Context: an optimization exercise on an open-source flow, tuned for small area and a short achievable clock period. The choices shown serve that exercise and are no tape-out recipe. The RTL was checked by simulation tests, not by an equivalence proof against the original design. Power and IR drop assume default switching activity.

==> flow/design.v (outline; a module is shown in full before it is edited, if it fits) <==
// module fb_window_gen: 76 lines
// module fb_combiner_n: 3461 lines
// module fb_fa: 10 lines
// module fb_ao21: 8 lines
// module fb_and2: 7 lines
// module fb_ha: 9 lines
module fb_combiner_n
#(
    parameter int N_CH      = 4,
    parameter int DATA_W    = 15,
    parameter int COEF_W    = 18,
    parameter int FRAC_BITS = 14,
    parameter int OUT_W     = 13,
    parameter int CNT_W     = 8
) (
    input  logic                     clk,
    input  logic                     rst_n,
    input  logic                     trig,
    input  logic [N_CH*DATA_W-1:0]   data_in,
    input  logic [N_CH*COEF_W-1:0]   coef,
    input  logic [N_CH-1:0]          ch_en,
    input  logic [1:0]               mode,
    input  logic [OUT_W-1:0]         const_dac,
    input  logic [2:0]               no_bunches,
    input  logic [3:0]               no_samples,
    input  logic [CNT_W-1:0]         sample_spacing,
    input  logic [CNT_W-1:0]         start_delay,
    input  logic                     sat_clr,
    output logic [OUT_W-1:0]         fb_sgnl,
    output logic                     dac_cond,
    output logic                     busy,
    output logic                     sat_flag
);
  // ...
==> flow/flow/run.sh <==
#!/bin/bash
set -euo pipefail
bash standard.sh SETUP_SLACK_MARGIN=6.3 "BUFFER_PORTS_ARGS=-buffer_cell sky130_fd_sc_hd__buf_1" finish > flow_make.log 2>&1
==> flow/standard.sh <==
#!/bin/bash
# synth_recipe.tcl (not shown) runs the flow's synth.tcl, then flattens the netlist and writes it again
# the make line also repeats each setting of config.mk as NAME=value (left out here)
make -C /OpenROAD-flow-scripts/flow DESIGN_CONFIG=/design/flow/config.mk WORK_HOME=/design/flow/orfs CLKGATE_MAP_FILE= SYNTH_SCRIPT=/design/flow/synth_recipe.tcl "${@:-finish}"
==> flow/config.mk <==
export PLATFORM = sky130hd
export DESIGN_NAME = fb_combiner_n
export DESIGN_NICKNAME = fb_combiner_n
export VERILOG_FILES = /design/flow/design.v
export SDC_FILE = /design/flow/constraint.sdc
export NUM_CORES = 4
export LEC_CHECK = 0
export ABC_CLOCK_PERIOD_IN_PS = 2000
export CAP_MARGIN = 20
export CORE_MARGIN = 2
export CORE_UTILIZATION = 60
export CTS_CLUSTER_DIAMETER = 80
export CTS_CLUSTER_SIZE = 24
export SLEW_MARGIN = 20
export SYNTH_HIERARCHICAL = 1
export SYNTH_MINIMUM_KEEP_SIZE = 0
==> flow/constraint.sdc <==
create_clock -name core_clock -period 9.0 [get_ports {clk}]
set_input_delay 1.8000 -clock core_clock [delete_from_list [all_inputs] [get_ports {clk}]]
set_output_delay 1.8000 -clock core_clock [all_outputs]
set_load 0.01 [all_outputs]
==> run notes, run 1 <==
Outcome
The flow ran to the end and the layout has no timing, DRC or antenna violations.

Worst setup path
Walking the worst path, the cells encountered are clkbuf_2. Broken down by cell family, the worst path's largest delay share belongs to flip-flops. For the worst flop-to-flop path, the logic depth is 5. Data on the critical path is required at its endpoint by 7.20 ns. The worst register-to-register path ends at r2[134]. The biggest fanout along the worst timing path is 2.

Timing
In the finished design, the share of the clock period the worst path needs comes to about a third. The highest clock rate is approximately 340 MHz. The clock arrives with 0.0215 ns of skew.

Synthesis
For this run, asynchronously set or reset flops after synthesis account for 5.11%. The dominant register cell in the synthesized netlist is dfxtp_1. The library cell with the largest summed area after synthesis is fa_1. The netlist uses 59 different library cells.

After technology mapping, the gate count stands at ~3200.

Routing
In the detailed route, the total length drawn on met2 is 46700 um. After detailed routing, the average wire length per cell comes to between 20 and 30 um. The met3 wire length is 8850 um. The count of vias placed by the detailed router is 24400.

Placed design
In this run the cell area measured after placement is 0.0370 sq mm.

Global route
For this run the aggregate overflow at the end of global routing stands at 0. Across every metal layer, demand over resource in global routing totals 32.1%.

Power
For this design the ratio of total power to cell area is roughly 320 mW/mm^2. The proportion of power drawn by combinational gates is 54.2%. The sequential power is about 3.9 mW.

Cells and area
Of the total standard cell area in the layout, the sequential portion is 29.3%.
==> run 2, diff against run 1 <==
--- a/flow/design.v
+++ b/flow/design.v
@@ -1524,27 +1524,27 @@
     logic c1384;
     logic s1385;
     logic c1386;
-    logic [239:0] r2;
     logic s1387;
     logic c1388;
-    logic s1389;
-    logic c1390;
-    logic s1391;
-    logic c1392;
-    logic s1393;
-    logic c1394;
-    logic s1395;
-    logic c1396;
+    logic pg1389;
+    logic pq1390;
+    logic pg1391;
+    logic s1392;
+    logic c1393;
+    logic pg1394;
+    logic pq1395;
+    logic pg1396;
     logic s1397;
     logic c1398;
-    logic s1399;
-    logic c1400;
-    logic s1401;
-    logic c1402;
-    logic s1403;
-    logic c1404;
-    logic s1405;
-    logic c1406;
+    logic pg1399;
+    logic pq1400;
+    logic pg1401;
+    logic s1402;
+    logic c1403;
+    logic pg1404;
+    logic pq1405;
+    logic pg1406;
+    logic [223:0] r2;
     logic s1407;
     logic c1408;
     logic s1409;
@@ -1759,76 +1759,76 @@
     logic c1618;
     logic s1619;
     logic c1620;
-    logic pg1621;
-    logic pq1622;
-    logic pg1623;
-    logic pg1624;
-    logic pq1625;
-    logic pg1626;
-    logic pq1627;
-    logic pq1628;
-    logic pg1629;
-    logic pg1630;
-    logic pg1631;
-    logic pq1632;
-    logic pg1633;
-    logic pg1634;
-    logic pq1635;
-    logic pg1636;
-    logic pq1637;
-    logic pq1638;
-    logic pq1639;
-    logic pg1640;
-    logic s1641;
-    logic c1642;
-    logic s1643;
-    logic c1644;
-    logic s1645;
-    logic c1646;
-    logic s1647;
-    logic c1648;
-    logic s1649;
-    logic c1650;
-    logic s1651;
-    logic c1652;
-    logic s1653;
-    logic c1654;
-    logic s1655;
-    logic c1656;
-    logic s1657;
-    logic c1658;
-    logic s1659;
-    logic c1660;
-    logic pg1661;
-    logic pq1662;
-    logic pg1663;
-    logic pg1664;
-    logic pq1665;
-    logic pg1666;
-    logic pq1667;
-    logic pq1668;
-    logic pg1669;
-    logic pg1670;
-    logic pg1671;
-    logic pq1672;
-    logic pg1673;
-    logic pg1674;
-    logic pq1675;
+    logic s1621;
+    logic c1622;
+    logic s1623;
+    logic c1624;
+    logic s1625;
+    logic c1626;
+    logic s1627;
+    logic c1628;
+    logic s1629;
+    logic c1630;
+    logic s1631;
+    logic c1632;
+    logic s1633;
+    logic c1634;
+    logic s1635;
+    logic c1636;
+    logic s1637;
+    logic c1638;
+    logic s1639;
+    logic c1640;
+    logic pg1641;
+    logic pg1642;
+    logic pq1643;
+    logic pg1644;
+    logic pg1645;
+    logic pg1646;
+    logic pq1647;
+    logic pg1648;
+    logic pg1649;
+    logic pq1650;
+    logic pg1651;
+    logic pq1652;
+    logic pq1653;
+    logic pq1654;
+    logic pg1655;
+    logic s1656;
+    logic c1657;
+    logic s1658;
+    logic c1659;
+    logic s1660;
+    logic c1661;
+    logic s1662;
+    logic c1663;
+    logic s1664;
+    logic c1665;
+    logic s1666;
+    logic c1667;
+    logic s1668;
+    logic c1669;
+    logic s1670;
+    logic c1671;
+    logic s1672;
+    logic c1673;
+    logic s1674;
+    logic c1675;
     logic pg1676;
-    logic pq1677;
+    logic pg1677;
     logic pq1678;
-    logic pq1679;
+    logic pg1679;
     logic pg1680;
-    logic s1681;
-    logic c1682;
-    logic s1683;
-    logic c1684;
-    logic s1685;
-    logic c1686;
-    logic s1687;
-    logic c1688;
-    logic s1689;
-    logic c1690;
+    logic pg1681;
+    logic pq1682;
+    logic pg1683;
+    logic pg1684;
+    logic pq1685;
+    logic pg1686;
+    logic pq1687;
+    logic pq1688;
+    logic pq1689;
+    logic pg1690;
     logic s1691;
     logic c1692;
     logic s1693;
@@ -1839,53 +1839,53 @@
     logic c1698;
     logic s1699;
     logic c1700;
-    logic pg1701;
-    logic pq1702;
-    logic pg1703;
-    logic pg1704;
-    logic pq1705;
-    logic pg1706;
-    logic pq1707;
-    logic pq1708;
-    logic pg1709;
-    logic pg1710;
+    logic s1701;
+    logic c1702;
+    logic s1703;
+    logic c1704;
+    logic s1705;
+    logic c1706;
+    logic s1707;
+    logic c1708;
+    logic s1709;
+    logic c1710;
     logic pg1711;
-    logic pq1712;
-    logic pg1713;
+    logic pg1712;
+    logic pq1713;
     logic pg1714;
-    logic pq1715;
+    logic pg1715;
     logic pg1716;
     logic pq1717;
-    logic pq1718;
-    logic pq1719;
-    logic pg1720;
-    logic s1721;
-    logic c1722;
-    logic s1723;
-    logic c1724;
-    logic s1725;
-    logic c1726;
-    logic s1727;
-    logic c1728;
-    logic s1729;
-    logic c1730;
-    logic s1731;
-    logic c1732;
-    logic s1733;
-    logic c1734;
-    logic s1735;
-    logic c1736;
-    logic s1737;
-    logic c1738;
-    logic s1739;
-    logic c1740;
-    logic pg1741;
-    logic pq1742;
-    logic pg1743;
-    logic pg1744;
-    logic pq1745;
+    logic pg1718;
+    logic pg1719;
+    logic pq1720;
+    logic pg1721;
+    logic pq1722;
+    logic pq1723;
+    logic pq1724;
+    logic pg1725;
+    logic s1726;
+    logic c1727;
+    logic s1728;
+    logic c1729;
+    logic s1730;
+    logic c1731;
+    logic s1732;
+    logic c1733;
+    logic s1734;
+    logic c1735;
+    logic s1736;
+    logic c1737;
+    logic s1738;
+    logic c1739;
+    logic s1740;
+    logic c1741;
+    logic s1742;
+    logic c1743;
+    logic s1744;
+    logic c1745;
     logic pg1746;
-    logic pq1747;
+    logic pg1747;
     logic pq1748;
     logic pg1749;
     logic pg1750;
@@ -3137,237 +3137,233 @@
     fb_ha u_s1381 (.a(c832), .b(c1362), .s(s1381), .co(c1382));
     fb_ha u_s1383 (.a(c844), .b(c1370), .s(s1383), .co(c1384));
     fb_ha u_s1385 (.a(c856), .b(c1378), .s(s1385), .co(c1386));
-    fb_ha u_s1387 (.a(r2[16]), .b(r2[17]), .s(s1387), .co(c1388));
-    fb_ha u_s1389 (.a(r2[19]), .b(r2[20]), .s(s1389), .co(c1390));
-    fb_ha u_s1391 (.a(r2[21]), .b(r2[22]), .s(s1391), .co(c1392));
-    fb_fa u_s1393 (.a(r2[23]), .b(r2[24]), .c(r2[25]), .s(s1393), .co(c1394));
-    fb_ha u_s1395 (.a(r2[42]), .b(r2[43]), .s(s1395), .co(c1396));
-    fb_ha u_s1397 (.a(r2[45]), .b(r2[46]), .s(s1397), .co(c1398));
-    fb_ha u_s1399 (.a(r2[47]), .b(r2[48]), .s(s1399), .co(c1400));
-    fb_fa u_s1401 (.a(r2[49]), .b(r2[50]), .c(r2[51]), .s(s1401), .co(c1402));
-    fb_ha u_s1403 (.a(r2[68]), .b(r2[69]), .s(s1403), .co(c1404));
-    fb_ha u_s1405 (.a(r2[71]), .b(r2[72]), .s(s1405), .co(c1406));
-    fb_ha u_s1407 (.a(r2[73]), .b(r2[74]), .s(s1407), .co(c1408));
-    fb_fa u_s1409 (.a(r2[75]), .b(r2[76]), .c(r2[77]), .s(s1409), .co(c1410));
-    fb_ha u_s1411 (.a(r2[94]), .b(r2[95]), .s(s1411), .co(c1412));
-    fb_ha u_s1413 (.a(r2[97]), .b(r2[98]), .s(s1413), .co(c1414));
-    fb_ha u_s1415 (.a(r2[99]), .b(r2[100]), .s(s1415), .co(c1416));
-    fb_fa u_s1417 (.a(r2[101]), .b(r2[102]), .c(r2[103]), .s(s1417), .co(c1418));
-    fb_fa u_s1419 (.a(r2[104]), .b(r2[105]), .c(r2[106]), .s(s1419), .co(c1420));
-    fb_fa u_s1421 (.a(r2[107]), .b(r2[108]), .c(r2[109]), .s(s1421), .co(c1422));
-    fb_fa u_s1423 (.a(r2[114]), .b(r2[115]), .c(r2[116]), .s(s1423), .co(c1424));
-    fb_fa u_s1425 (.a(r2[117]), .b(r2[118]), .c(r2[119]), .s(s1425), .co(c1426));
-    fb_fa u_s1427 (.a(r2[125]), .b(r2[126]), .c(r2[127]), .s(s1427), .co(c1428));
-    fb_fa u_s1429 (.a(r2[135]), .b(r2[136]), .c(r2[137]), .s(s1429), .co(c1430));
-    fb_fa u_s1431 (.a(r2[146]), .b(r2[147]), .c(r2[148]), .s(s1431), .co(c1432));
-    fb_fa u_s1433 (.a(r2[156]), .b(r2[157]), .c(r2[158]), .s(s1433), .co(c1434));
-    fb_fa u_s1435 (.a(r2[110]), .b(r2[111]), .c(r2[112]), .s(s1435), .co(c1436));
-    fb_fa u_s1437 (.a(r2[113]), .b(c1394), .c(c1402), .s(s1437), .co(c1438));
-    fb_fa u_s1439 (.a(r2[120]), .b(r2[121]), .c(r2[122]), .s(s1439), .co(c1440));
-    fb_fa u_s1441 (.a(r2[123]), .b(r2[124]), .c(c1420), .s(s1441), .co(c1442));
-    fb_fa u_s1443 (.a(r2[128]), .b(r2[129]), .c(r2[130]), .s(s1443), .co(c1444));
-    fb_fa u_s1445 (.a(r2[131]), .b(r2[132]), .c(r2[133]), .s(s1445), .co(c1446));
-    fb_fa u_s1447 (.a(r2[134]), .b(c1424), .c(c1426), .s(s1447), .co(c1448));
-    fb_fa u_s1449 (.a(r2[138]), .b(r2[139]), .c(r2[140]), .s(s1449), .co(c1450));
-    fb_fa u_s1451 (.a(r2[141]), .b(r2[142]), .c(r2[143]), .s(s1451), .co(c1452));
-    fb_fa u_s1453 (.a(r2[144]), .b(r2[145]), .c(c1428), .s(s1453), .co(c1454));
-    fb_fa u_s1455 (.a(r2[149]), .b(r2[150]), .c(r2[151]), .s(s1455), .co(c1456));
-    fb_fa u_s1457 (.a(r2[152]), .b(r2[153]), .c(r2[154]), .s(s1457), .co(c1458));
-    fb_fa u_s1459 (.a(r2[155]), .b(c1430), .c(s1431), .s(s1459), .co(c1460));
-    fb_fa u_s1461 (.a(r2[159]), .b(r2[160]), .c(r2[161]), .s(s1461), .co(c1462));
-    fb_fa u_s1463 (.a(r2[162]), .b(r2[163]), .c(r2[164]), .s(s1463), .co(c1464));
-    fb_fa u_s1465 (.a(r2[165]), .b(r2[166]), .c(c1432), .s(s1465), .co(c1466));
-    fb_fa u_s1467 (.a(r2[167]), .b(r2[168]), .c(r2[169]), .s(s1467), .co(c1468));
-    fb_fa u_s1469 (.a(r2[170]), .b(r2[171]), .c(r2[172]), .s(s1469), .co(c1470));
-    fb_fa u_s1471 (.a(r2[173]), .b(r2[174]), .c(c1434), .s(s1471), .co(c1472));
-    fb_fa u_s1473 (.a(r2[175]), .b(r2[176]), .c(r2[177]), .s(s1473), .co(c1474));
-    fb_fa u_s1475 (.a(r2[178]), .b(r2[179]), .c(r2[180]), .s(s1475), .co(c1476));
-    fb_fa u_s1477 (.a(r2[183]), .b(r2[184]), .c(r2[185]), .s(s1477), .co(c1478));
-    fb_fa u_s1479 (.a(r2[186]), .b(r2[187]), .c(r2[188]), .s(s1479), .co(c1480));
-    fb_fa u_s1481 (.a(r2[191]), .b(r2[192]), .c(r2[193]), .s(s1481), .co(c1482));
-    fb_fa u_s1483 (.a(r2[198]), .b(r2[199]), .c(r2[200]), .s(s1483), .co(c1484));
-    fb_fa u_s1485 (.a(c1410), .b(c1418), .c(s1419), .s(s1485), .co(c1486));
-    fb_fa u_s1487 (.a(c1422), .b(c1436), .c(s1423), .s(s1487), .co(c1488));
-    fb_fa u_s1489 (.a(s1425), .b(s1439), .c(c1438), .s(s1489), .co(c1490));
-    fb_fa u_s1491 (.a(c1440), .b(s1427), .c(s1443), .s(s1491), .co(c1492));
-    fb_fa u_s1493 (.a(s1445), .b(c1442), .c(s1447), .s(s1493), .co(c1494));
-    fb_fa u_s1495 (.a(c1444), .b(c1446), .c(s1429), .s(s1495), .co(c1496));
-    fb_fa u_s1497 (.a(s1449), .b(s1451), .c(c1448), .s(s1497), .co(c1498));
-    fb_fa u_s1499 (.a(c1450), .b(c1452), .c(s1455), .s(s1499), .co(c1500));
-    fb_fa u_s1501 (.a(s1457), .b(c1454), .c(s1459), .s(s1501), .co(c1502));
-    fb_fa u_s1503 (.a(c1456), .b(c1458), .c(s1433), .s(s1503), .co(c1504));
-    fb_fa u_s1505 (.a(s1461), .b(s1463), .c(c1460), .s(s1505), .co(c1506));
-    fb_fa u_s1507 (.a(c1462), .b(c1464), .c(s1467), .s(s1507), .co(c1508));
-    fb_fa u_s1509 (.a(s1469), .b(c1466), .c(s1471), .s(s1509), .co(c1510));
-    fb_fa u_s1511 (.a(r2[181]), .b(r2[182]), .c(c1468), .s(s1511), .co(c1512));
-    fb_fa u_s1513 (.a(c1470), .b(s1473), .c(s1475), .s(s1513), .co(c1514));
-    fb_fa u_s1515 (.a(r2[189]), .b(r2[190]), .c(c1474), .s(s1515), .co(c1516));
-    fb_fa u_s1517 (.a(c1476), .b(s1477), .c(s1479), .s(s1517), .co(c1518));
-    fb_fa u_s1519 (.a(r2[194]), .b(r2[195]), .c(r2[196]), .s(s1519), .co(c1520));
-    fb_fa u_s1521 (.a(r2[197]), .b(c1478), .c(c1480), .s(s1521), .co(c1522));
-    fb_fa u_s1523 (.a(r2[201]), .b(r2[202]), .c(r2[203]), .s(s1523), .co(c1524));
-    fb_fa u_s1525 (.a(r2[204]), .b(c1482), .c(s1483), .s(s1525), .co(c1526));
-    fb_fa u_s1527 (.a(r2[205]), .b(r2[206]), .c(r2[207]), .s(s1527), .co(c1528));
-    fb_fa u_s1529 (.a(r2[208]), .b(r2[209]), .c(r2[210]), .s(s1529), .co(c1530));
-    fb_fa u_s1531 (.a(r2[211]), .b(r2[212]), .c(r2[213]), .s(s1531), .co(c1532));
-    fb_fa u_s1533 (.a(r2[214]), .b(r2[215]), .c(r2[216]), .s(s1533), .co(c1534));
-    fb_fa u_s1535 (.a(r2[217]), .b(r2[218]), .c(r2[219]), .s(s1535), .co(c1536));
-    fb_fa u_s1537 (.a(r2[222]), .b(r2[223]), .c(r2[224]), .s(s1537), .co(c1538));
-    fb_fa u_s1539 (.a(s1453), .b(c1492), .c(s1495), .s(s1539), .co(c1540));
-    fb_fa u_s1541 (.a(c1496), .b(s1499), .c(c1498), .s(s1541), .co(c1542));
-    fb_fa u_s1543 (.a(s1465), .b(c1500), .c(s1503), .s(s1543), .co(c1544));
-    fb_fa u_s1545 (.a(c1504), .b(s1507), .c(c1506), .s(s1545), .co(c1546));
-    fb_fa u_s1547 (.a(c1472), .b(c1508), .c(s1511), .s(s1547), .co(c1548));
-    fb_fa u_s1549 (.a(c1512), .b(c1514), .c(s1515), .s(s1549), .co(c1550));
-    fb_fa u_s1551 (.a(s1481), .b(s1519), .c(c1516), .s(s1551), .co(c1552));
-    fb_fa u_s1553 (.a(c1520), .b(s1523), .c(c1522), .s(s1553), .co(c1554));
-    fb_fa u_s1555 (.a(c1484), .b(c1524), .c(s1527), .s(s1555), .co(c1556));
-    fb_fa u_s1557 (.a(c1528), .b(c1530), .c(s1531), .s(s1557), .co(c1558));
-    fb_fa u_s1559 (.a(r2[220]), .b(r2[221]), .c(c1532), .s(s1559), .co(c1560));
-    fb_fa u_s1561 (.a(r2[225]), .b(r2[226]), .c(c1536), .s(s1561), .co(c1562));
-    fb_fa u_s1563 (.a(r2[227]), .b(r2[228]), .c(r2[229]), .s(s1563), .co(c1564));
-    fb_fa u_s1565 (.a(r2[231]), .b(r2[232]), .c(r2[233]), .s(s1565), .co(c1566));
-    fb_fa u_s1567 (.a(s1421), .b(s1435), .c(s1437), .s(s1567), .co(c1568));
-    fb_fa u_s1569 (.a(s1441), .b(c1486), .c(s1487), .s(s1569), .co(c1570));
-    fb_fa u_s1571 (.a(c1488), .b(s1491), .c(c1490), .s(s1571), .co(c1572));
-    fb_fa u_s1573 (.a(c1494), .b(s1497), .c(s1539), .s(s1573), .co(c1574));
-    fb_fa u_s1575 (.a(c1540), .b(s1501), .c(s1541), .s(s1575), .co(c1576));
-    fb_fa u_s1577 (.a(c1502), .b(s1505), .c(s1543), .s(s1577), .co(c1578));
-    fb_fa u_s1579 (.a(s1513), .b(c1510), .c(s1547), .s(s1579), .co(c1580));
-    fb_fa u_s1581 (.a(s1517), .b(c1548), .c(s1549), .s(s1581), .co(c1582));
-    fb_fa u_s1583 (.a(c1518), .b(s1521), .c(c1550), .s(s1583), .co(c1584));
-    fb_fa u_s1585 (.a(s1525), .b(c1552), .c(s1553), .s(s1585), .co(c1586));
-    fb_fa u_s1587 (.a(s1529), .b(c1526), .c(s1555), .s(s1587), .co(c1588));
-    fb_fa u_s1589 (.a(s1533), .b(c1556), .c(s1557), .s(s1589), .co(c1590));
-    fb_fa u_s1591 (.a(c1534), .b(s1535), .c(c1558), .s(s1591), .co(c1592));
-    fb_fa u_s1593 (.a(s1537), .b(c1560), .c(s1561), .s(s1593), .co(c1594));
-    fb_fa u_s1595 (.a(r2[230]), .b(c1538), .c(s1563), .s(s1595), .co(c1596));
-    fb_fa u_s1597 (.a(r2[234]), .b(c1564), .c(s1565), .s(s1597), .co(c1598));
-    fb_fa u_s1599 (.a(r2[235]), .b(r2[236]), .c(r2[237]), .s(s1599), .co(c1600));
-    fb_ha u_s1601 (.a(r2[0]), .b(r2[1]), .s(s1601), .co(c1602));
-    fb_ha u_s1603 (.a(r2[6]), .b(r2[7]), .s(s1603), .co(c1604));
-    fb_ha u_s1605 (.a(r2[8]), .b(r2[9]), .s(s1605), .co(c1606));
-    fb_ha u_s1607 (.a(r2[10]), .b(r2[11]), .s(s1607), .co(c1608));
-    fb_ha u_s1609 (.a(r2[12]), .b(r2[13]), .s(s1609), .co(c1610));
-    fb_ha u_s1611 (.a(r2[14]), .b(r2[15]), .s(s1611), .co(c1612));
-    fb_ha u_s1613 (.a(r2[18]), .b(s1387), .s(s1613), .co(c1614));
-    fb_ha u_s1615 (.a(c1388), .b(s1389), .s(s1615), .co(c1616));
-    fb_ha u_s1617 (.a(c1390), .b(s1391), .s(s1617), .co(c1618));
-    fb_ha u_s1619 (.a(c1392), .b(s1393), .s(s1619), .co(c1620));
-    fb_and2 u_pg1621 (.a(r2[2]), .b(c1602), .y(pg1621));
-    fb_and2 u_pq1622 (.a(r2[4]), .b(r2[3]), .y(pq1622));
-    fb_and2 u_pg1623 (.a(pq1622), .b(pg1621), .y(pg1623));
-    fb_ao21 u_pg1624 (.a(s1607), .b(c1606), .c(c1608), .y(pg1624));
-    fb_and2 u_pq1625 (.a(s1607), .b(s1605), .y(pq1625));
-    fb_ao21 u_pg1626 (.a(pq1625), .b(c1604), .c(pg1624), .y(pg1626));
-    fb_and2 u_pq1627 (.a(s1603), .b(r2[5]), .y(pq1627));
-    fb_and2 u_pq1628 (.a(pq1625), .b(pq1627), .y(pq1628));
-    fb_ao21 u_pg1629 (.a(pq1628), .b(pg1623), .c(pg1626), .y(pg1629));
-    fb_ao21 u_pg1630 (.a(s1611), .b(c1610), .c(c1612), .y(pg1630));
-    fb_ao21 u_pg1631 (.a(s1615), .b(c1614), .c(c1616), .y(pg1631));
-    fb_and2 u_pq1632 (.a(s1615), .b(s1613), .y(pq1632));
-    fb_ao21 u_pg1633 (.a(pq1632), .b(pg1630), .c(pg1631), .y(pg1633));
-    fb_ao21 u_pg1634 (.a(s1619), .b(c1618), .c(c1620), .y(pg1634));
-    fb_and2 u_pq1635 (.a(s1619), .b(s1617), .y(pq1635));
-    fb_ao21 u_pg1636 (.a(pq1635), .b(pg1633), .c(pg1634), .y(pg1636));
-    fb_and2 u_pq1637 (.a(s1611), .b(s1609), .y(pq1637));
-    fb_and2 u_pq1638 (.a(pq1632), .b(pq1637), .y(pq1638));
-    fb_and2 u_pq1639 (.a(pq1635), .b(pq1638), .y(pq1639));
-    fb_ao21 u_pg1640 (.a(pq1639), .b(pg1629), .c(pg1636), .y(pg1640));
-    fb_ha u_s1641 (.a(r2[26]), .b(r2[27]), .s(s1641), .co(c1642));
-    fb_ha u_s1643 (.a(r2[32]), .b(r2[33]), .s(s1643), .co(c1644));
-    fb_ha u_s1645 (.a(r2[34]), .b(r2[35]), .s(s1645), .co(c1646));
-    fb_ha u_s1647 (.a(r2[36]), .b(r2[37]), .s(s1647), .co(c1648));
-    fb_ha u_s1649 (.a(r2[38]), .b(r2[39]), .s(s1649), .co(c1650));
-    fb_ha u_s1651 (.a(r2[40]), .b(r2[41]), .s(s1651), .co(c1652));
-    fb_ha u_s1653 (.a(r2[44]), .b(s1395), .s(s1653), .co(c1654));
-    fb_ha u_s1655 (.a(c1396), .b(s1397), .s(s1655), .co(c1656));
-    fb_ha u_s1657 (.a(c1398), .b(s1399), .s(s1657), .co(c1658));
-    fb_ha u_s1659 (.a(c1400), .b(s1401), .s(s1659), .co(c1660));
-    fb_and2 u_pg1661 (.a(r2[28]), .b(c1642), .y(pg1661));
-    fb_and2 u_pq1662 (.a(r2[30]), .b(r2[29]), .y(pq1662));
-    fb_and2 u_pg1663 (.a(pq1662), .b(pg1661), .y(pg1663));
-    fb_ao21 u_pg1664 (.a(s1647), .b(c1646), .c(c1648), .y(pg1664));
-    fb_and2 u_pq1665 (.a(s1647), .b(s1645), .y(pq1665));
-    fb_ao21 u_pg1666 (.a(pq1665), .b(c1644), .c(pg1664), .y(pg1666));
-    fb_and2 u_pq1667 (.a(s1643), .b(r2[31]), .y(pq1667));
-    fb_and2 u_pq1668 (.a(pq1665), .b(pq1667), .y(pq1668));
-    fb_ao21 u_pg1669 (.a(pq1668), .b(pg1663), .c(pg1666), .y(pg1669));
-    fb_ao21 u_pg1670 (.a(s1651), .b(c1650), .c(c1652), .y(pg1670));
-    fb_ao21 u_pg1671 (.a(s1655), .b(c1654), .c(c1656), .y(pg1671));
-    fb_and2 u_pq1672 (.a(s1655), .b(s1653), .y(pq1672));
-    fb_ao21 u_pg1673 (.a(pq1672), .b(pg1670), .c(pg1671), .y(pg1673));
-    fb_ao21 u_pg1674 (.a(s1659), .b(c1658), .c(c1660), .y(pg1674));
-    fb_and2 u_pq1675 (.a(s1659), .b(s1657), .y(pq1675));
-    fb_ao21 u_pg1676 (.a(pq1675), .b(pg1673), .c(pg1674), .y(pg1676));
-    fb_and2 u_pq1677 (.a(s1651), .b(s1649), .y(pq1677));
-    fb_and2 u_pq1678 (.a(pq1672), .b(pq1677), .y(pq1678));
-    fb_and2 u_pq1679 (.a(pq1675), .b(pq1678), .y(pq1679));
-    fb_ao21 u_pg1680 (.a(pq1679), .b(pg1669), .c(pg1676), .y(pg1680));
-    fb_ha u_s1681 (.a(r2[52]), .b(r2[53]), .s(s1681), .co(c1682));
-    fb_ha u_s1683 (.a(r2[58]), .b(r2[59]), .s(s1683), .co(c1684));
-    fb_ha u_s1685 (.a(r2[60]), .b(r2[61]), .s(s1685), .co(c1686));
-    fb_ha u_s1687 (.a(r2[62]), .b(r2[63]), .s(s1687), .co(c1688));
-    fb_ha u_s1689 (.a(r2[64]), .b(r2[65]), .s(s1689), .co(c1690));
-    fb_ha u_s1691 (.a(r2[66]), .b(r2[67]), .s(s1691), .co(c1692));
-    fb_ha u_s1693 (.a(r2[70]), .b(s1403), .s(s1693), .co(c1694));
-    fb_ha u_s1695 (.a(c1404), .b(s1405), .s(s1695), .co(c1696));
-    fb_ha u_s1697 (.a(c1406), .b(s1407), .s(s1697), .co(c1698));
-    fb_ha u_s1699 (.a(c1408), .b(s1409), .s(s1699), .co(c1700));
-    fb_and2 u_pg1701 (.a(r2[54]), .b(c1682), .y(pg1701));
-    fb_and2 u_pq1702 (.a(r2[56]), .b(r2[55]), .y(pq1702));
-    fb_and2 u_pg1703 (.a(pq1702), .b(pg1701), .y(pg1703));
-    fb_ao21 u_pg1704 (.a(s1687), .b(c1686), .c(c1688), .y(pg1704));
-    fb_and2 u_pq1705 (.a(s1687), .b(s1685), .y(pq1705));
-    fb_ao21 u_pg1706 (.a(pq1705), .b(c1684), .c(pg1704), .y(pg1706));
-    fb_and2 u_pq1707 (.a(s1683), .b(r2[57]), .y(pq1707));
-    fb_and2 u_pq1708 (.a(pq1705), .b(pq1707), .y(pq1708));
-    fb_ao21 u_pg1709 (.a(pq1708), .b(pg1703), .c(pg1706), .y(pg1709));
-    fb_ao21 u_pg1710 (.a(s1691), .b(c1690), .c(c1692), .y(pg1710));
-    fb_ao21 u_pg1711 (.a(s1695), .b(c1694), .c(c1696), .y(pg1711));
-    fb_and2 u_pq1712 (.a(s1695), .b(s1693), .y(pq1712));
-    fb_ao21 u_pg1713 (.a(pq1712), .b(pg1710), .c(pg1711), .y(pg1713));
-    fb_ao21 u_pg1714 (.a(s1699), .b(c1698), .c(c1700), .y(pg1714));
-    fb_and2 u_pq1715 (.a(s1699), .b(s1697), .y(pq1715));
-    fb_ao21 u_pg1716 (.a(pq1715), .b(pg1713), .c(pg1714), .y(pg1716));
-    fb_and2 u_pq1717 (.a(s1691), .b(s1689), .y(pq1717));
-    fb_and2 u_pq1718 (.a(pq1712), .b(pq1717), .y(pq1718));
-    fb_and2 u_pq1719 (.a(pq1715), .b(pq1718), .y(pq1719));
-    fb_ao21 u_pg1720 (.a(pq1719), .b(pg1709), .c(pg1716), .y(pg1720));
-    fb_ha u_s1721 (.a(r2[78]), .b(r2[79]), .s(s1721), .co(c1722));
-    fb_ha u_s1723 (.a(r2[84]), .b(r2[85]), .s(s1723), .co(c1724));
-    fb_ha u_s1725 (.a(r2[86]), .b(r2[87]), .s(s1725), .co(c1726));
-    fb_ha u_s1727 (.a(r2[88]), .b(r2[89]), .s(s1727), .co(c1728));
-    fb_ha u_s1729 (.a(r2[90]), .b(r2[91]), .s(s1729), .co(c1730));
-    fb_ha u_s1731 (.a(r2[92]), .b(r2[93]), .s(s1731), .co(c1732));
-    fb_ha u_s1733 (.a(r2[96]), .b(s1411), .s(s1733), .co(c1734));
-    fb_ha u_s1735 (.a(c1412), .b(s1413), .s(s1735), .co(c1736));
-    fb_ha u_s1737 (.a(c1414), .b(s1415), .s(s1737), .co(c1738));
-    fb_ha u_s1739 (.a(c1416), .b(s1417), .s(s1739), .co(c1740));
-    fb_and2 u_pg1741 (.a(r2[80]), .b(c1722), .y(pg1741));
-    fb_and2 u_pq1742 (.a(r2[82]), .b(r2[81]), .y(pq1742));
-    fb_and2 u_pg1743 (.a(pq1742), .b(pg1741), .y(pg1743));
-    fb_ao21 u_pg1744 (.a(s1727), .b(c1726), .c(c1728), .y(pg1744));
-    fb_and2 u_pq1745 (.a(s1727), .b(s1725), .y(pq1745));
-    fb_ao21 u_pg1746 (.a(pq1745), .b(c1724), .c(pg1744), .y(pg1746));
-    fb_and2 u_pq1747 (.a(s1723), .b(r2[83]), .y(pq1747));
-    fb_and2 u_pq1748 (.a(pq1745), .b(pq1747), .y(pq1748));
-    fb_ao21 u_pg1749 (.a(pq1748), .b(pg1743), .c(pg1746), .y(pg1749));
-    fb_ao21 u_pg1750 (.a(s1731), .b(c1730), .c(c1732), .y(pg1750));
-    fb_ao21 u_pg1751 (.a(s1735), .b(c1734), .c(c1736), .y(pg1751));
-    fb_and2 u_pq1752 (.a(s1735), .b(s1733), .y(pq1752));
+    fb_ha u_s1387 (.a(neg0_q[0]), .b(pp1), .s(s1387), .co(c1388));
+    fb_and2 u_pg1389 (.a(pp2), .b(c1388), .y(pg1389));
+    fb_and2 u_pq1390 (.a(s579), .b(s577), .y(pq1390));
+    fb_and2 u_pg1391 (.a(pq1390), .b(pg1389), .y(pg1391));
+    fb_ha u_s1392 (.a(neg1_q[0]), .b(pp145), .s(s1392), .co(c1393));
+    fb_and2 u_pg1394 (.a(pp146), .b(c1393), .y(pg1394));
+    fb_and2 u_pq1395 (.a(s603), .b(s601), .y(pq1395));
+    fb_and2 u_pg1396 (.a(pq1395), .b(pg1394), .y(pg1396));
+    fb_ha u_s1397 (.a(neg2_q[0]), .b(pp289), .s(s1397), .co(c1398));
+    fb_and2 u_pg1399 (.a(pp290), .b(c1398), .y(pg1399));
+    fb_and2 u_pq1400 (.a(s627), .b(s625), .y(pq1400));
+    fb_and2 u_pg1401 (.a(pq1400), .b(pg1399), .y(pg1401));
+    fb_ha u_s1402 (.a(neg3_q[0]), .b(pp433), .s(s1402), .co(c1403));
+    fb_and2 u_pg1404 (.a(pp434), .b(c1403), .y(pg1404));
+    fb_and2 u_pq1405 (.a(s651), .b(s649), .y(pq1405));
+    fb_and2 u_pg1406 (.a(pq1405), .b(pg1404), .y(pg1406));
+    fb_ha u_s1407 (.a(r2[12]), .b(r2[13]), .s(s1407), .co(c1408));
+    fb_ha u_s1409 (.a(r2[15]), .b(r2[16]), .s(s1409), .co(c1410));
+    fb_ha u_s1411 (.a(r2[17]), .b(r2[18]), .s(s1411), .co(c1412));
+    fb_fa u_s1413 (.a(r2[19]), .b(r2[20]), .c(r2[21]), .s(s1413), .co(c1414));
+    fb_ha u_s1415 (.a(r2[34]), .b(r2[35]), .s(s1415), .co(c1416));
+    fb_ha u_s1417 (.a(r2[37]), .b(r2[38]), .s(s1417), .co(c1418));
+    fb_ha u_s1419 (.a(r2[39]), .b(r2[40]), .s(s1419), .co(c1420));
+    fb_fa u_s1421 (.a(r2[41]), .b(r2[42]), .c(r2[43]), .s(s1421), .co(c1422));
+    fb_ha u_s1423 (.a(r2[56]), .b(r2[57]), .s(s1423), .co(c1424));
+    fb_ha u_s1425 (.a(r2[59]), .b(r2[60]), .s(s1425), .co(c1426));
+    fb_ha u_s1427 (.a(r2[61]), .b(r2[62]), .s(s1427), .co(c1428));
+    fb_fa u_s1429 (.a(r2[63]), .b(r2[64]), .c(r2[65]), .s(s1429), .co(c1430));
+    fb_ha u_s1431 (.a(r2[78]), .b(r2[79]), .s(s1431), .co(c1432));
+    fb_ha u_s1433 (.a(r2[81]), .b(r2[82]), .s(s1433), .co(c1434));
+    fb_ha u_s1435 (.a(r2[83]), .b(r2[84]), .s(s1435), .co(c1436));
+    fb_fa u_s1437 (.a(r2[85]), .b(r2[86]), .c(r2[87]), .s(s1437), .co(c1438));
+    fb_fa u_s1439 (.a(r2[88]), .b(r2[89]), .c(r2[90]), .s(s1439), .co(c1440));
+    fb_fa u_s1441 (.a(r2[91]), .b(r2[92]), .c(r2[93]), .s(s1441), .co(c1442));
+    fb_fa u_s1443 (.a(r2[98]), .b(r2[99]), .c(r2[100]), .s(s1443), .co(c1444));
+    fb_fa u_s1445 (.a(r2[101]), .b(r2[102]), .c(r2[103]), .s(s1445), .co(c1446));
+    fb_fa u_s1447 (.a(r2[109]), .b(r2[110]), .c(r2[111]), .s(s1447), .co(c1448));
+    fb_fa u_s1449 (.a(r2[119]), .b(r2[120]), .c(r2[121]), .s(s1449), .co(c1450));
+    fb_fa u_s1451 (.a(r2[130]), .b(r2[131]), .c(r2[132]), .s(s1451), .co(c1452));
+    fb_fa u_s1453 (.a(r2[140]), .b(r2[141]), .c(r2[142]), .s(s1453), .co(c1454));
+    fb_fa u_s1455 (.a(r2[94]), .b(r2[95]), .c(r2[96]), .s(s1455), .co(c1456));
+    fb_fa u_s1457 (.a(r2[97]), .b(c1414), .c(c1422), .s(s1457), .co(c1458));
+    fb_fa u_s1459 (.a(r2[104]), .b(r2[105]), .c(r2[106]), .s(s1459), .co(c1460));
+    fb_fa u_s1461 (.a(r2[107]), .b(r2[108]), .c(c1440), .s(s1461), .co(c1462));
+    fb_fa u_s1463 (.a(r2[112]), .b(r2[113]), .c(r2[114]), .s(s1463), .co(c1464));
+    fb_fa u_s1465 (.a(r2[115]), .b(r2[116]), .c(r2[117]), .s(s1465), .co(c1466));
+    fb_fa u_s1467 (.a(r2[118]), .b(c1444), .c(c1446), .s(s1467), .co(c1468));
+    fb_fa u_s1469 (.a(r2[122]), .b(r2[123]), .c(r2[124]), .s(s1469), .co(c1470));
+    fb_fa u_s1471 (.a(r2[125]), .b(r2[126]), .c(r2[127]), .s(s1471), .co(c1472));
+    fb_fa u_s1473 (.a(r2[128]), .b(r2[129]), .c(c1448), .s(s1473), .co(c1474));
+    fb_fa u_s1475 (.a(r2[133]), .b(r2[134]), .c(r2[135]), .s(s1475), .co(c1476));
+    fb_fa u_s1477 (.a(r2[136]), .b(r2[137]), .c(r2[138]), .s(s1477), .co(c1478));
+    fb_fa u_s1479 (.a(r2[139]), .b(c1450), .c(s1451), .s(s1479), .co(c1480));
+    fb_fa u_s1481 (.a(r2[143]), .b(r2[144]), .c(r2[145]), .s(s1481), .co(c1482));
+    fb_fa u_s1483 (.a(r2[146]), .b(r2[147]), .c(r2[148]), .s(s1483), .co(c1484));
+    fb_fa u_s1485 (.a(r2[149]), .b(r2[150]), .c(c1452), .s(s1485), .co(c1486));
+    fb_fa u_s1487 (.a(r2[151]), .b(r2[152]), .c(r2[153]), .s(s1487), .co(c1488));
+    fb_fa u_s1489 (.a(r2[154]), .b(r2[155]), .c(r2[156]), .s(s1489), .co(c1490));
+    fb_fa u_s1491 (.a(r2[157]), .b(r2[158]), .c(c1454), .s(s1491), .co(c1492));
+    fb_fa u_s1493 (.a(r2[159]), .b(r2[160]), .c(r2[161]), .s(s1493), .co(c1494));
+    fb_fa u_s1495 (.a(r2[162]), .b(r2[163]), .c(r2[164]), .s(s1495), .co(c1496));
+    fb_fa u_s1497 (.a(r2[167]), .b(r2[168]), .c(r2[169]), .s(s1497), .co(c1498));
+    fb_fa u_s1499 (.a(r2[170]), .b(r2[171]), .c(r2[172]), .s(s1499), .co(c1500));
+    fb_fa u_s1501 (.a(r2[175]), .b(r2[176]), .c(r2[177]), .s(s1501), .co(c1502));
+    fb_fa u_s1503 (.a(r2[182]), .b(r2[183]), .c(r2[184]), .s(s1503), .co(c1504));
+    fb_fa u_s1505 (.a(c1430), .b(c1438), .c(s1439), .s(s1505), .co(c1506));
+    fb_fa u_s1507 (.a(c1442), .b(c1456), .c(s1443), .s(s1507), .co(c1508));
+    fb_fa u_s1509 (.a(s1445), .b(s1459), .c(c1458), .s(s1509), .co(c1510));
+    fb_fa u_s1511 (.a(c1460), .b(s1447), .c(s1463), .s(s1511), .co(c1512));
+    fb_fa u_s1513 (.a(s1465), .b(c1462), .c(s1467), .s(s1513), .co(c1514));
+    fb_fa u_s1515 (.a(c1464), .b(c1466), .c(s1449), .s(s1515), .co(c1516));
+    fb_fa u_s1517 (.a(s1469), .b(s1471), .c(c1468), .s(s1517), .co(c1518));
+    fb_fa u_s1519 (.a(c1470), .b(c1472), .c(s1475), .s(s1519), .co(c1520));
+    fb_fa u_s1521 (.a(s1477), .b(c1474), .c(s1479), .s(s1521), .co(c1522));
+    fb_fa u_s1523 (.a(c1476), .b(c1478), .c(s1453), .s(s1523), .co(c1524));
+    fb_fa u_s1525 (.a(s1481), .b(s1483), .c(c1480), .s(s1525), .co(c1526));
+    fb_fa u_s1527 (.a(c1482), .b(c1484), .c(s1487), .s(s1527), .co(c1528));
+    fb_fa u_s1529 (.a(s1489), .b(c1486), .c(s1491), .s(s1529), .co(c1530));
+    fb_fa u_s1531 (.a(r2[165]), .b(r2[166]), .c(c1488), .s(s1531), .co(c1532));
+    fb_fa u_s1533 (.a(c1490), .b(s1493), .c(s1495), .s(s1533), .co(c1534));
+    fb_fa u_s1535 (.a(r2[173]), .b(r2[174]), .c(c1494), .s(s1535), .co(c1536));
+    fb_fa u_s1537 (.a(c1496), .b(s1497), .c(s1499), .s(s1537), .co(c1538));
+    fb_fa u_s1539 (.a(r2[178]), .b(r2[179]), .c(r2[180]), .s(s1539), .co(c1540));
+    fb_fa u_s1541 (.a(r2[181]), .b(c1498), .c(c1500), .s(s1541), .co(c1542));
+    fb_fa u_s1543 (.a(r2[185]), .b(r2[186]), .c(r2[187]), .s(s1543), .co(c1544));
+    fb_fa u_s1545 (.a(r2[188]), .b(c1502), .c(s1503), .s(s1545), .co(c1546));
+    fb_fa u_s1547 (.a(r2[189]), .b(r2[190]), .c(r2[191]), .s(s1547), .co(c1548));
+    fb_fa u_s1549 (.a(r2[192]), .b(r2[193]), .c(r2[194]), .s(s1549), .co(c1550));
+    fb_fa u_s1551 (.a(r2[195]), .b(r2[196]), .c(r2[197]), .s(s1551), .co(c1552));
+    fb_fa u_s1553 (.a(r2[198]), .b(r2[199]), .c(r2[200]), .s(s1553), .co(c1554));
+    fb_fa u_s1555 (.a(r2[201]), .b(r2[202]), .c(r2[203]), .s(s1555), .co(c1556));
+    fb_fa u_s1557 (.a(r2[206]), .b(r2[207]), .c(r2[208]), .s(s1557), .co(c1558));
+    fb_fa u_s1559 (.a(s1473), .b(c1512), .c(s1515), .s(s1559), .co(c1560));
+    fb_fa u_s1561 (.a(c1516), .b(s1519), .c(c1518), .s(s1561), .co(c1562));
+    fb_fa u_s1563 (.a(s1485), .b(c1520), .c(s1523), .s(s1563), .co(c1564));
+    fb_fa u_s1565 (.a(c1524), .b(s1527), .c(c1526), .s(s1565), .co(c1566));
+    fb_fa u_s1567 (.a(c1492), .b(c1528), .c(s1531), .s(s1567), .co(c1568));
+    fb_fa u_s1569 (.a(c1532), .b(c1534), .c(s1535), .s(s1569), .co(c1570));
+    fb_fa u_s1571 (.a(s1501), .b(s1539), .c(c1536), .s(s1571), .co(c1572));
+    fb_fa u_s1573 (.a(c1540), .b(s1543), .c(c1542), .s(s1573), .co(c1574));
+    fb_fa u_s1575 (.a(c1504), .b(c1544), .c(s1547), .s(s1575), .co(c1576));
+    fb_fa u_s1577 (.a(c1548), .b(c1550), .c(s1551), .s(s1577), .co(c1578));
+    fb_fa u_s1579 (.a(r2[204]), .b(r2[205]), .c(c1552), .s(s1579), .co(c1580));
+    fb_fa u_s1581 (.a(r2[209]), .b(r2[210]), .c(c1556), .s(s1581), .co(c1582));
+    fb_fa u_s1583 (.a(r2[211]), .b(r2[212]), .c(r2[213]), .s(s1583), .co(c1584));
+    fb_fa u_s1585 (.a(r2[215]), .b(r2[216]), .c(r2[217]), .s(s1585), .co(c1586));
+    fb_fa u_s1587 (.a(s1441), .b(s1455), .c(s1457), .s(s1587), .co(c1588));
+    fb_fa u_s1589 (.a(s1461), .b(c1506), .c(s1507), .s(s1589), .co(c1590));
+    fb_fa u_s1591 (.a(c1508), .b(s1511), .c(c1510), .s(s1591), .co(c1592));
+    fb_fa u_s1593 (.a(c1514), .b(s1517), .c(s1559), .s(s1593), .co(c1594));
+    fb_fa u_s1595 (.a(c1560), .b(s1521), .c(s1561), .s(s1595), .co(c1596));
+    fb_fa u_s1597 (.a(c1522), .b(s1525), .c(s1563), .s(s1597), .co(c1598));
+    fb_fa u_s1599 (.a(s1533), .b(c1530), .c(s1567), .s(s1599), .co(c1600));
+    fb_fa u_s1601 (.a(s1537), .b(c1568), .c(s1569), .s(s1601), .co(c1602));
+    fb_fa u_s1603 (.a(c1538), .b(s1541), .c(c1570), .s(s1603), .co(c1604));
+    fb_fa u_s1605 (.a(s1545), .b(c1572), .c(s1573), .s(s1605), .co(c1606));
+    fb_fa u_s1607 (.a(s1549), .b(c1546), .c(s1575), .s(s1607), .co(c1608));
+    fb_fa u_s1609 (.a(s1553), .b(c1576), .c(s1577), .s(s1609), .co(c1610));
+    fb_fa u_s1611 (.a(c1554), .b(s1555), .c(c1578), .s(s1611), .co(c1612));
+    fb_fa u_s1613 (.a(s1557), .b(c1580), .c(s1581), .s(s1613), .co(c1614));
+    fb_fa u_s1615 (.a(r2[214]), .b(c1558), .c(s1583), .s(s1615), .co(c1616));
+    fb_fa u_s1617 (.a(r2[218]), .b(c1584), .c(s1585), .s(s1617), .co(c1618));
+    fb_fa u_s1619 (.a(r2[219]), .b(r2[220]), .c(r2[221]), .s(s1619), .co(c1620));
+    fb_ha u_s1621 (.a(r2[0]), .b(r2[1]), .s(s1621), .co(c1622));
+    fb_ha u_s1623 (.a(r2[2]), .b(r2[3]), .s(s1623), .co(c1624));
+    fb_ha u_s1625 (.a(r2[4]), .b(r2[5]), .s(s1625), .co(c1626));
+    fb_ha u_s1627 (.a(r2[6]), .b(r2[7]), .s(s1627), .co(c1628));
+    fb_ha u_s1629 (.a(r2[8]), .b(r2[9]), .s(s1629), .co(c1630));
+    fb_ha u_s1631 (.a(r2[10]), .b(r2[11]), .s(s1631), .co(c1632));
+    fb_ha u_s1633 (.a(r2[14]), .b(s1407), .s(s1633), .co(c1634));
+    fb_ha u_s1635 (.a(c1408), .b(s1409), .s(s1635), .co(c1636));
+    fb_ha u_s1637 (.a(c1410), .b(s1411), .s(s1637), .co(c1638));
+    fb_ha u_s1639 (.a(c1412), .b(s1413), .s(s1639), .co(c1640));
+    fb_ao21 u_pg1641 (.a(s1623), .b(c1622), .c(c1624), .y(pg1641));
+    fb_ao21 u_pg1642 (.a(s1627), .b(c1626), .c(c1628), .y(pg1642));
+    fb_and2 u_pq1643 (.a(s1627), .b(s1625), .y(pq1643));
+    fb_ao21 u_pg1644 (.a(pq1643), .b(pg1641), .c(pg1642), .y(pg1644));
+    fb_ao21 u_pg1645 (.a(s1631), .b(c1630), .c(c1632), .y(pg1645));
+    fb_ao21 u_pg1646 (.a(s1635), .b(c1634), .c(c1636), .y(pg1646));
+    fb_and2 u_pq1647 (.a(s1635), .b(s1633), .y(pq1647));
+    fb_ao21 u_pg1648 (.a(pq1647), .b(pg1645), .c(pg1646), .y(pg1648));
+    fb_ao21 u_pg1649 (.a(s1639), .b(c1638), .c(c1640), .y(pg1649));
+    fb_and2 u_pq1650 (.a(s1639), .b(s1637), .y(pq1650));
+    fb_ao21 u_pg1651 (.a(pq1650), .b(pg1648), .c(pg1649), .y(pg1651));
+    fb_and2 u_pq1652 (.a(s1631), .b(s1629), .y(pq1652));
+    fb_and2 u_pq1653 (.a(pq1647), .b(pq1652), .y(pq1653));
+    fb_and2 u_pq1654 (.a(pq1650), .b(pq1653), .y(pq1654));
+    fb_ao21 u_pg1655 (.a(pq1654), .b(pg1644), .c(pg1651), .y(pg1655));
+    fb_ha u_s1656 (.a(r2[22]), .b(r2[23]), .s(s1656), .co(c1657));
+    fb_ha u_s1658 (.a(r2[24]), .b(r2[25]), .s(s1658), .co(c1659));
+    fb_ha u_s1660 (.a(r2[26]), .b(r2[27]), .s(s1660), .co(c1661));
+    fb_ha u_s1662 (.a(r2[28]), .b(r2[29]), .s(s1662), .co(c1663));
+    fb_ha u_s1664 (.a(r2[30]), .b(r2[31]), .s(s1664), .co(c1665));
+    fb_ha u_s1666 (.a(r2[32]), .b(r2[33]), .s(s1666), .co(c1667));
+    fb_ha u_s1668 (.a(r2[36]), .b(s1415), .s(s1668), .co(c1669));
+    fb_ha u_s1670 (.a(c1416), .b(s1417), .s(s1670), .co(c1671));
+    fb_ha u_s1672 (.a(c1418), .b(s1419), .s(s1672), .co(c1673));
+    fb_ha u_s1674 (.a(c1420), .b(s1421), .s(s1674), .co(c1675));
+    fb_ao21 u_pg1676 (.a(s1658), .b(c1657), .c(c1659), .y(pg1676));
+    fb_ao21 u_pg1677 (.a(s1662), .b(c1661), .c(c1663), .y(pg1677));
+    fb_and2 u_pq1678 (.a(s1662), .b(s1660), .y(pq1678));
+    fb_ao21 u_pg1679 (.a(pq1678), .b(pg1676), .c(pg1677), .y(pg1679));
+    fb_ao21 u_pg1680 (.a(s1666), .b(c1665), .c(c1667), .y(pg1680));
+    fb_ao21 u_pg1681 (.a(s1670), .b(c1669), .c(c1671), .y(pg1681));
+    fb_and2 u_pq1682 (.a(s1670), .b(s1668), .y(pq1682));
+    fb_ao21 u_pg1683 (.a(pq1682), .b(pg1680), .c(pg1681), .y(pg1683));
+    fb_ao21 u_pg1684 (.a(s1674), .b(c1673), .c(c1675), .y(pg1684));
+    fb_and2 u_pq1685 (.a(s1674), .b(s1672), .y(pq1685));
+    fb_ao21 u_pg1686 (.a(pq1685), .b(pg1683), .c(pg1684), .y(pg1686));
+    fb_and2 u_pq1687 (.a(s1666), .b(s1664), .y(pq1687));
+    fb_and2 u_pq1688 (.a(pq1682), .b(pq1687), .y(pq1688));
+    fb_and2 u_pq1689 (.a(pq1685), .b(pq1688), .y(pq1689));
+    fb_ao21 u_pg1690 (.a(pq1689), .b(pg1679), .c(pg1686), .y(pg1690));
+    fb_ha u_s1691 (.a(r2[44]), .b(r2[45]), .s(s1691), .co(c1692));
+    fb_ha u_s1693 (.a(r2[46]), .b(r2[47]), .s(s1693), .co(c1694));
+    fb_ha u_s1695 (.a(r2[48]), .b(r2[49]), .s(s1695), .co(c1696));
+    fb_ha u_s1697 (.a(r2[50]), .b(r2[51]), .s(s1697), .co(c1698));
+    fb_ha u_s1699 (.a(r2[52]), .b(r2[53]), .s(s1699), .co(c1700));
+    fb_ha u_s1701 (.a(r2[54]), .b(r2[55]), .s(s1701), .co(c1702));
+    fb_ha u_s1703 (.a(r2[58]), .b(s1423), .s(s1703), .co(c1704));
+    fb_ha u_s1705 (.a(c1424), .b(s1425), .s(s1705), .co(c1706));
+    fb_ha u_s1707 (.a(c1426), .b(s1427), .s(s1707), .co(c1708));
+    fb_ha u_s1709 (.a(c1428), .b(s1429), .s(s1709), .co(c1710));
+    fb_ao21 u_pg1711 (.a(s1693), .b(c1692), .c(c1694), .y(pg1711));
+    fb_ao21 u_pg1712 (.a(s1697), .b(c1696), .c(c1698), .y(pg1712));
+    fb_and2 u_pq1713 (.a(s1697), .b(s1695), .y(pq1713));
+    fb_ao21 u_pg1714 (.a(pq1713), .b(pg1711), .c(pg1712), .y(pg1714));
+    fb_ao21 u_pg1715 (.a(s1701), .b(c1700), .c(c1702), .y(pg1715));
+    fb_ao21 u_pg1716 (.a(s1705), .b(c1704), .c(c1706), .y(pg1716));
+    fb_and2 u_pq1717 (.a(s1705), .b(s1703), .y(pq1717));
+    fb_ao21 u_pg1718 (.a(pq1717), .b(pg1715), .c(pg1716), .y(pg1718));
+    fb_ao21 u_pg1719 (.a(s1709), .b(c1708), .c(c1710), .y(pg1719));
+    fb_and2 u_pq1720 (.a(s1709), .b(s1707), .y(pq1720));
+    fb_ao21 u_pg1721 (.a(pq1720), .b(pg1718), .c(pg1719), .y(pg1721));
+    fb_and2 u_pq1722 (.a(s1701), .b(s1699), .y(pq1722));
+    fb_and2 u_pq1723 (.a(pq1717), .b(pq1722), .y(pq1723));
+    fb_and2 u_pq1724 (.a(pq1720), .b(pq1723), .y(pq1724));
+    fb_ao21 u_pg1725 (.a(pq1724), .b(pg1714), .c(pg1721), .y(pg1725));
+    fb_ha u_s1726 (.a(r2[66]), .b(r2[67]), .s(s1726), .co(c1727));
+    fb_ha u_s1728 (.a(r2[68]), .b(r2[69]), .s(s1728), .co(c1729));
+    fb_ha u_s1730 (.a(r2[70]), .b(r2[71]), .s(s1730), .co(c1731));
+    fb_ha u_s1732 (.a(r2[72]), .b(r2[73]), .s(s1732), .co(c1733));
+    fb_ha u_s1734 (.a(r2[74]), .b(r2[75]), .s(s1734), .co(c1735));
+    fb_ha u_s1736 (.a(r2[76]), .b(r2[77]), .s(s1736), .co(c1737));
+    fb_ha u_s1738 (.a(r2[80]), .b(s1431), .s(s1738), .co(c1739));
+    fb_ha u_s1740 (.a(c1432), .b(s1433), .s(s1740), .co(c1741));
+    fb_ha u_s1742 (.a(c1434), .b(s1435), .s(s1742), .co(c1743));
+    fb_ha u_s1744 (.a(c1436), .b(s1437), .s(s1744), .co(c1745));
+    fb_ao21 u_pg1746 (.a(s1728), .b(c1727), .c(c1729), .y(pg1746));
+    fb_ao21 u_pg1747 (.a(s1732), .b(c1731), .c(c1733), .y(pg1747));
+    fb_and2 u_pq1748 (.a(s1732), .b(s1730), .y(pq1748));
+    fb_ao21 u_pg1749 (.a(pq1748), .b(pg1746), .c(pg1747), .y(pg1749));
+    fb_ao21 u_pg1750 (.a(s1736), .b(c1735), .c(c1737), .y(pg1750));
+    fb_ao21 u_pg1751 (.a(s1740), .b(c1739), .c(c1741), .y(pg1751));
+    fb_and2 u_pq1752 (.a(s1740), .b(s1738), .y(pq1752));
     fb_ao21 u_pg1753 (.a(pq1752), .b(pg1750), .c(pg1751), .y(pg1753));
-    fb_ao21 u_pg1754 (.a(s1739), .b(c1738), .c(c1740), .y(pg1754));
-    fb_and2 u_pq1755 (.a(s1739), .b(s1737), .y(pq1755));
+    fb_ao21 u_pg1754 (.a(s1744), .b(c1743), .c(c1745), .y(pg1754));
+    fb_and2 u_pq1755 (.a(s1744), .b(s1742), .y(pq1755));
     fb_ao21 u_pg1756 (.a(pq1755), .b(pg1753), .c(pg1754), .y(pg1756));
-    fb_and2 u_pq1757 (.a(s1731), .b(s1729), .y(pq1757));
+    fb_and2 u_pq1757 (.a(s1736), .b(s1734), .y(pq1757));
     fb_and2 u_pq1758 (.a(pq1752), .b(pq1757), .y(pq1758));
     fb_and2 u_pq1759 (.a(pq1755), .b(pq1758), .y(pq1759));
     fb_ao21 u_pg1760 (.a(pq1759), .b(pg1749), .c(pg1756), .y(pg1760));
-    fb_fa u_s1761 (.a(s1485), .b(pg1640), .c(pg1680), .s(s1761), .co(c1762));
-    fb_fa u_s1763 (.a(pg1720), .b(pg1760), .c(s1567), .s(s1763), .co(c1764));
-    fb_fa u_s1765 (.a(s1489), .b(c1568), .c(s1569), .s(s1765), .co(c1766));
-    fb_fa u_s1767 (.a(s1493), .b(c1570), .c(s1571), .s(s1767), .co(c1768));
+    fb_fa u_s1761 (.a(s1505), .b(pg1655), .c(pg1690), .s(s1761), .co(c1762));
+    fb_fa u_s1763 (.a(pg1725), .b(pg1760), .c(s1587), .s(s1763), .co(c1764));
+    fb_fa u_s1765 (.a(s1509), .b(c1588), .c(s1589), .s(s1765), .co(c1766));
+    fb_fa u_s1767 (.a(s1513), .b(c1590), .c(s1591), .s(s1767), .co(c1768));
     fb_ha u_s1769 (.a(r3[15]), .b(r3[16]), .s(s1769), .co(c1770));
     fb_ha u_s1771 (.a(r3[2]), .b(r3[3]), .s(s1771), .co(c1772));
     fb_ha u_s1773 (.a(r3[5]), .b(r3[6]), .s(s1773), .co(c1774));
@@ -3506,8 +3502,8 @@
         one3_q <= one3_d;
         two3_q <= two3_d;
         neg3_q <= neg3_d;
-        r2 <= {c818, s817, c900, s815, c814, c1012, s899, c964, s813, s1011, c1042, s963, c1010, s1041, c1098, c1070, s1009, c1040, s1097, c1124, s1069, c1096, s1039, c1172, s1123, c1148, s1095, c1122, s1067, s1171, c1194, s1147, c1170, s1121, c1146, s1193, c1234, s1169, c1214, c1192, s1145, s1119, s1233, c1252, s1213, s1191, c1232, c1212, s1167, s1251, c1284, s1231, s1211, c1268, c1250, c1230, s1189, s1283, c1298, s1267, s1249, c1282, c1266, s1229, c1248, s1297, c1310, s1281, s1265, c1296, c1280, s1247, c1264, s1309, c1330, s1295, s1279, c1320, c1308, c1294, s1263, c1278, s1245, s1225, s1329, c1344, s1319, s1307, s1293, c1338, c1328, s1277, c1318, c1306, s1343, c1346, s1337, s1327, c1342, c1336, c1326, s1317, s1305, c1316, s1291, s1345, s1341, s1335, c1334, s1325, c1324, c1314, s1315, c1302, s1303, s1333, c1340, s1323, s1313, c1332, c1322, s1301, c1312, c1300, s1287, s1271, s1339, s1331, s1321, c980, c976, c972, c968, s1311, s1299, s1285, s979, c978, s931, s977, c928, s927, c926, s925, c1386, c858, s1385, s857, s1377, c1376, s1375, c1374, s1373, c1372, c764, s1371, s763, s651, s649, pp434, pp433, neg3_q[0], s975, c974, s923, s973, c920, s919, c918, s917, c1384, c846, s1383, s845, s1369, c1368, s1367, c1366, s1365, c1364, c746, s1363, s745, s627, s625, pp290, pp289, neg2_q[0], s971, c970, s915, s969, c912, s911, c910, s909, c1382, c834, s1381, s833, s1361, c1360, s1359, c1358, s1357, c1356, c728, s1355, s727, s603, s601, pp146, pp145, neg1_q[0], s967, c966, s907, s965, c904, s903, c902, s901, c1380, c822, s1379, s821, s1353, c1352, s1351, c1350, s1349, c1348, c710, s1347, s709, s579, s577, pp2, pp1, neg0_q[0]};
-        r3 <= {r2[239], c1600, r2[238], c1598, s1599, c1566, s1597, c1596, c1594, s1595, c1562, s1593, c1592, s1591, c1590, s1559, s1589, c1588, c1586, s1587, c1554, s1585, c1584, s1583, c1582, s1551, s1581, c1580, s1579, c1546, c1578, s1545, c1544, s1509, c1576, s1577, c1542, s1575, c1574, c1768, s1573, c1572, s1767, c1766, s1765, c1764, c1762, s1763, s1761};
+        r2 <= {c818, s817, c900, s815, c814, c1012, s899, c964, s813, s1011, c1042, s963, c1010, s1041, c1098, c1070, s1009, c1040, s1097, c1124, s1069, c1096, s1039, c1172, s1123, c1148, s1095, c1122, s1067, s1171, c1194, s1147, c1170, s1121, c1146, s1193, c1234, s1169, c1214, c1192, s1145, s1119, s1233, c1252, s1213, s1191, c1232, c1212, s1167, s1251, c1284, s1231, s1211, c1268, c1250, c1230, s1189, s1283, c1298, s1267, s1249, c1282, c1266, s1229, c1248, s1297, c1310, s1281, s1265, c1296, c1280, s1247, c1264, s1309, c1330, s1295, s1279, c1320, c1308, c1294, s1263, c1278, s1245, s1225, s1329, c1344, s1319, s1307, s1293, c1338, c1328, s1277, c1318, c1306, s1343, c1346, s1337, s1327, c1342, c1336, c1326, s1317, s1305, c1316, s1291, s1345, s1341, s1335, c1334, s1325, c1324, c1314, s1315, c1302, s1303, s1333, c1340, s1323, s1313, c1332, c1322, s1301, c1312, c1300, s1287, s1271, s1339, s1331, s1321, c980, c976, c972, c968, s1311, s1299, s1285, s979, c978, s931, s977, c928, s927, c926, s925, c1386, c858, s1385, s857, s1377, c1376, s1375, c1374, s1373, c1372, c764, s1371, s763, pg1406, s975, c974, s923, s973, c920, s919, c918, s917, c1384, c846, s1383, s845, s1369, c1368, s1367, c1366, s1365, c1364, c746, s1363, s745, pg1401, s971, c970, s915, s969, c912, s911, c910, s909, c1382, c834, s1381, s833, s1361, c1360, s1359, c1358, s1357, c1356, c728, s1355, s727, pg1396, s967, c966, s907, s965, c904, s903, c902, s901, c1380, c822, s1379, s821, s1353, c1352, s1351, c1350, s1349, c1348, c710, s1347, s709, pg1391};
+        r3 <= {r2[223], c1620, r2[222], c1618, s1619, c1586, s1617, c1616, c1614, s1615, c1582, s1613, c1612, s1611, c1610, s1579, s1609, c1608, c1606, s1607, c1574, s1605, c1604, s1603, c1602, s1571, s1601, c1600, s1599, c1566, c1598, s1565, c1564, s1529, c1596, s1597, c1562, s1595, c1594, c1768, s1593, c1592, s1767, c1766, s1765, c1764, c1762, s1763, s1761};
         sum_q <= sum_w;
     end
     always_comb begin
==> flow/flow/run.sh (replaced) <==
#!/bin/bash
set -euo pipefail
bash standard.sh SETUP_SLACK_MARGIN=6.15 "BUFFER_PORTS_ARGS=-buffer_cell sky130_fd_sc_hd__buf_1" finish > flow_make.log 2>&1
==> run notes, run 2 <==
Timing
The shortest period the worst path allows is 2.94 ns (was 2.90 ns). The number of hold-slack violations in the final timing report is 0 (unchanged). The max-slew violation total from the final report was 0 (unchanged). The share of the clock period used by the worst path after layout is 32.7% (was 32.3%). The highest clock rate was 340 MHz (was 344 MHz).

The final worst clock skew is 0.0210 ns (was 0.0215 ns). The aggregate negative setup slack is 0 ns (unchanged).

Global route
The total track usage is 31.8% (was 32.1%). The global-route congestion overflow total came to 0 (unchanged). The pin count of the biggest net entering global routing came to 28 (unchanged).

Worst setup path
The cell with the biggest individual delay on the critical path was dfrtp_1 (unchanged). The worst stage delay on the critical path was 0.39 ns (about the same). The critical path depth is 1 (unchanged). Ordered cell list for the critical path: clkbuf_2 (unchanged). The family of cells with the greatest summed delay on the critical path was flip-flops (unchanged). The biggest fanout along the worst timing path is 2 (unchanged).

The required arrival time at the worst endpoint is 7.20 ns (about the same). The end of the worst register-to-register path is r2[158] (was r2[134]). The depth of the most critical reg-to-reg path was 5 (unchanged).

Cells and area
The final-stage net count is 3935 (was 3968). The flip-flop count of the largest register after layout was 224 (was 240).

Routing
The overall routed net length came to 98800 um (was 99000 um). The average wire length per cell after detail routing came to 25.2 um (was 25.0 um). The count of vias placed by the detailed router is 24100 (was 24400).

Outcome
Result of the run: finished clean (unchanged).

Synthesis
The dominant register cell in the synthesized netlist is dfxtp_1 (unchanged). The fraction of registers with async set/reset was 5.27% (was 5.11%). The library cell with the largest summed area after synthesis is fa_1 (unchanged).

The number of unique standard cell types used by synthesis is 59 (unchanged). The gate count after technology mapping was 3140 (was 3160).

Clock tree
The deepest clock path buffer count is 3 (unchanged). The later-pin clock latency in the skew report is 0.64 ns (was 0.59 ns).

Power
The power per standard cell area came to 310 mW/mm^2 (was 316 mW/mm^2).

Placed design
The placed instance area is 0.0366 sq mm (was 0.0370 sq mm).
==> run 2: Yosys stat by module (local to each module, per instance), excerpt <==
module	cell area, sq um	times used	flops+latches	cells
fb_ha	12.5	106	0	1
fb_and2	6.26	57	0	1
fb_combiner_n	22300	1	485	2261
fb_fa	20.0	493	0	1
fb_ao21	7.51	76	0	1
==> run 2: power by group <==
part / leakage (nW) / switching (mW) / internal (mW) / total (mW)
Clock: 0.525 / 0.850 / 0.740 / 1.59
Sequential: 4.47 / 0.640 / 3.19 / 3.84
Combinational: 9.93 / 3.38 / 2.98 / 6.35
==> run 2: stage by stage <==
stage                     hold WS (ns)  cells
after floorplan                  0.310   3153
after global routing             0.348   3912
after global placement           0.315   3854
after CTS                        0.338   3909
final                            0.335   3912
after detailed placement         0.320   3854
==> run 2: how the worst min path moves through the flow <==
| stage | slack, ns | cells after the start | to | startpoint |
|---|---|---|---|---|
| 6_report | 0.33 | 0 | r3[48] | r2[223] |
| 5_1_grt | 0.35 | 0 | r3[48] | r2[223] |
| 4_1_cts | 0.34 | 0 | r3[48] | r2[223] |
| 3_5_place_dp | 0.32 | 0 | r3[48] | r2[223] |
| 3_3_place_gp | 0.32 | 0 | r3[46] | r2[222] |
| 2_1_floorplan | 0.31 | 0 | r3[46] | r2[222] |
==> run 2: logic make-up (layout without fill, tap and decap cells) <==
| logic type | count (synthesis) | count (layout) | synth area share, % |
|---|---|---|---|
| buffers and inverters | 293 | 279 | 3.63 |
| and+or+nand+nor | 382 | 382 | 5.27 |
| xor gates and xnor gates | 605 | 605 | 14.7 |
| DFF | 512 | 512 | 29.5 |
| other | 1 | 14 | 0.0104 |
| muxes | 1 | 1 | 0.0312 |
| adders and majority gates | 640 | 640 | 32.5 |
| AOI/OAI and AO/OA | 706 | 706 | 14.4 |
==> run 2: area by class of cell <==
type / count / area, sq um / area share (%)
well taps: 773 / 967 / 2.54
inverters: 16 / 65.1 / 0.171
flip-flops and latches: 512 / 10800 / 28.5
repair buffers: 208 / 868 / 2.28
clock buffers: 34 / 808 / 2.12
clock inverters: 21 / 258 / 0.677
multi-input cells: 2348 / 24200 / 63.7
==> run 2: per-layer routing <==
layer / global-route usage [%] / vias up / wire (um)
li1: - / 10600 / -
met4: 9.02 / 0 / 2950
met3: 4.24 / 135 / 8360
met2: 52.2 / 1145 / 47000
met1: 44.7 / 12200 / 40500
met5: 0 / - / 0
==> run 2: what timing repair did <==
item                                    4_1_cts  5_1_grt
setup buffers                                 0        3
endpoints found under the setup margin      136       64
pin swaps                                     0        5
gates resized for setup                     143       51

## separate check: timing with driven ports
The flow's constraints put no driver on any port. The routed layouts listed below were extracted and timed again, unchanged, in two steps. Step 1: set_driving_cell puts a clkbuf_16 on clk and a buf_2 on each other input, an assumption about the parent block. Step 2 adds t to the input delays and takes it off the output delays; t is the mean of the earliest and latest rising clock arrival at the registers after step 1. Input paths then give back, and output paths get back, about the clock's delay inside the block. a / b / c = no drivers / after step 1 / after step 2; a / b = the first two.
run	shift t [ns]	slack for setup (ns)	hold WS [ns]
run 1	0.646	6.096 / 6.034 / 5.571	0.342 / 0.342 / 0.342
run 2	0.696	6.057 / 5.991 / 5.469	0.335 / 0.335 / 0.335
After both steps every run listed still meets setup and hold. For run 2, which loses most, drivers alone change the setup slack by -0.066 ns; drivers and shift together by -0.588 ns.
